This design comes from an exercise in tuning for small area and few clock cycles per item on the open sky130 flow, not from production work.
Function was checked by simulation only, so behaviour that the tests miss may differ from the original.

run C:
Design epoch_seconds_calendar_converter, start of the top module:
module epoch_seconds_calendar_converter (
  input  logic        clk,
  input  logic        rst_n,
  input  logic        in_valid,
  output logic        in_ready,
  input  logic        in_op,
  input  logic [31:0] in_epoch_seconds,
  input  logic [7:0]  in_year,
  input  logic [3:0]  in_month,
  input  logic [4:0]  in_day,
  input  logic [4:0]  in_hour,
  input  logic [5:0]  in_minute,
  input  logic [5:0]  in_second,
  output logic        out_valid,
  input  logic        out_ready,
  output logic [31:0] res_seconds,
  output logic [7:0]  res_year,
  output logic [3:0]  res_month,
  output logic [4:0]  res_day,
  output logic [4:0]  res_hour,
  output logic [5:0]  res_minute,
  output logic [5:0]  res_second,
  output logic [1:0]  status
);
Size in the first run: about 1700 cells after synthesis, about 120 flip-flops, about 140 I/O pins, roughly 18000 µm² of cells after synthesis.
==> flow/config.mk <==
export PLATFORM = sky130hd
export DESIGN_NAME = epoch_seconds_calendar_converter
export DESIGN_NICKNAME = epoch_seconds_calendar_converter
export VERILOG_FILES = /design/flow/design.v
export SDC_FILE = /design/flow/constraint.sdc
export NUM_CORES = 4
export LEC_CHECK = 0
export CAP_MARGIN = 20
export CORE_MARGIN = 2
export CORE_UTILIZATION = 40
export SLEW_MARGIN = 20
==> flow/constraint.sdc <==
create_clock -name core_clock -period 8.0 [get_ports {clk}]
set_input_delay 1.6000 -clock core_clock [delete_from_list [all_inputs] [get_ports {clk}]]
set_output_delay 1.6000 -clock core_clock [all_outputs]
set_load 0.01 [all_outputs]
run.sh (not shown) runs the stock make flow with config.mk's settings and CLKGATE_MAP_FILE= SYNTH_SCRIPT=/design/flow/synth_recipe.tcl, a recipe that flattens the netlist after the stock synthesis.
Testbench counts of run C, summed over its fixed seeds: cycles 3,224, items 3,200.
What run A does differently from run C at the input level:
==> flow/flow/run.sh (new file) <==
#!/bin/bash
# The standard layout (bash standard.sh), with the port buffers that global placement
# inserts made from sky130_fd_sc_hd__buf_1 instead of the resizer's default pick.
# Each step's full output goes to its own log file here; ORFS keeps its per-step logs
# under orfs/logs/.
set -euo pipefail
export BUFFER_PORTS_ARGS="-buffer_cell sky130_fd_sc_hd__buf_1"
bash standard.sh synth > synth.log 2>&1
bash standard.sh "BUFFER_PORTS_ARGS=$BUFFER_PORTS_ARGS" finish > layout.log 2>&1
==> flow/standard.sh (new file) <==
#!/bin/bash
# synth_recipe.tcl (not shown) runs the flow's synth.tcl, then flattens the netlist and writes it again
# the make line also repeats each setting of config.mk as NAME=value (left out here)
make -C /OpenROAD-flow-scripts/flow DESIGN_CONFIG=/design/flow/config.mk WORK_HOME=/design/flow/orfs CLKGATE_MAP_FILE= SYNTH_SCRIPT=/design/flow/synth_recipe.tcl "${@:-finish}"
removed: flow/run.sh
==> notes.md <==
From run C to run A the numbers moved as follows: gate count after technology mapping shows no meaningful change, largest stage delay on the critical path moved down. Lower clock-buffer cell count goes to run C over run A. Diff run A and run C: routed wire length lower in run A. When run A is set beside run C, its maximum frequency turns out to be 5.8 MHz larger. Total placed instance area for run A: 900 µm² down relative to run C.

* * *

epoch_seconds_calendar_converter, a different RTL version from the one above (not shown whole).
Size in the first run: about 1,400 cells after synthesis, ~110 flip-flops, ~140 I/O pins, roughly 16,000 um2 of cells after synthesis.
export LEC_CHECK = 0
export CAP_MARGIN = 20
export CORE_MARGIN = 2
export CORE_UTILIZATION = 40
export CTS_BUF_LIST = sky130_fd_sc_hd__clkbuf_8
export CTS_CLUSTER_DIAMETER = 100
export CTS_CLUSTER_SIZE = 30
export SLEW_MARGIN = 20
create_clock -name core_clock -period 8.0 [get_ports {clk}]
standard.sh (not shown) runs the stock make flow with config.mk's settings and CLKGATE_MAP_FILE= SYNTH_SCRIPT=/design/flow/synth_recipe.tcl, a recipe that flattens the netlist after the stock synthesis.
==> flow/flow/run.sh <==
#!/bin/bash
# The standard layout (bash standard.sh) with two changes:
#  - synthesis skips the ABC pass inside Yosys's generic synth script (SYNTH_ARGS=-noabc),
#    so the full adders that extract_fa finds keep the polarity the RTL gives them
#    (the final technology mapping by ABC still runs);
#  - the port buffers that global placement inserts are sky130_fd_sc_hd__buf_1.
# Each step's full output goes to its own log file here; ORFS keeps its per-step logs
# under orfs/logs/.
set -euo pipefail
export BUFFER_PORTS_ARGS="-buffer_cell sky130_fd_sc_hd__buf_1"
bash standard.sh "SYNTH_ARGS=-noabc" synth > synth.log 2>&1
bash standard.sh "SYNTH_ARGS=-noabc" "BUFFER_PORTS_ARGS=$BUFFER_PORTS_ARGS" finish > layout.log 2>&1
The starting point finished clean.
Testbench counts at the start, summed over its fixed seeds: cycles 3,224, items 3,200.
==> next run, changes <==
==> flow/flow/run.sh (replaced) <==
#!/bin/bash
# The standard layout (bash standard.sh) with these changes:
#  - synthesis skips the ABC pass inside Yosys's generic synth script (SYNTH_ARGS=-noabc),
#    so the full adders that extract_fa finds keep the polarity the RTL gives them
#    (the final technology mapping by ABC still runs);
#  - the port buffers that global placement inserts are sky130_fd_sc_hd__buf_1;
#  - clock tree synthesis uses sky130_fd_sc_hd__clkbuf_8 and adds no dummy loads.
# Each step's full output goes to its own log file here; ORFS keeps its per-step logs
# under orfs/logs/.
set -euo pipefail
export BUFFER_PORTS_ARGS="-buffer_cell sky130_fd_sc_hd__buf_1"
export CTS_ARGS="-sink_clustering_enable -repair_clock_nets -buf_list sky130_fd_sc_hd__clkbuf_8 -dont_use_dummy_load"
bash standard.sh "SYNTH_ARGS=-noabc" synth > synth.log 2>&1
bash standard.sh "SYNTH_ARGS=-noabc" "BUFFER_PORTS_ARGS=$BUFFER_PORTS_ARGS" "CTS_ARGS=$CTS_ARGS" \
  finish > layout.log 2>&1
Settings changed: CTS_CLUSTER_DIAMETER 100 to default, CTS_CLUSTER_SIZE 30 to default.
After rerunning:
- flip-flop and latch count is unchanged
- register-to-register slack hardly moves
- count of clock-buffer cells in the layout does not change
- synthesized cell count does not change
- synthesized area does not change
- final cell count drops by 0.71%
- global-route usage barely changes
- worst hold slack is about the same
- non-clock buffer count does not change
- maximum frequency is about the same

re-timing with driven ports:
No port has a modelled driver above. Below, the same layouts with a new extraction and two added sets of constraints.
Step 1 assumes that a clkbuf_16 drives the clock port and a buf_2 every other input.
Step 2 adds t to the input delays and takes it off the output delays; t is the mean of the earliest and latest rising clock arrival at the registers after step 1. Input paths then give back, and output paths get back, about the clock's delay inside the block.
Slacks: no drivers / after step 1 / after step 2; pairs: no drivers / after step 1.
run | t, ns | slack for setup (ns) | worst setup path after step 2 | worst data-port slew with drivers (ns)
run C | 0.476 | 0.483 / 0.432 / 0.700 | input to register | 0.07
run A | 0.478 | 0.799 / 0.747 / 0.837 | register to register | 0.06
the first run of note 2 | 0.499 | 0.431 / 0.453 / -0.046 | input to register | 0.06
the second run of note 2 | 0.477 | 0.412 / 0.430 / -0.046 | input to register | 0.06
Met with ideal ports but missed after step 2: setup timing in the first run of note 2 and the second run of note 2. The setup slack of the first run of note 2, which loses most, moves by +0.022 ns with the drivers and by -0.477 ns with both steps.
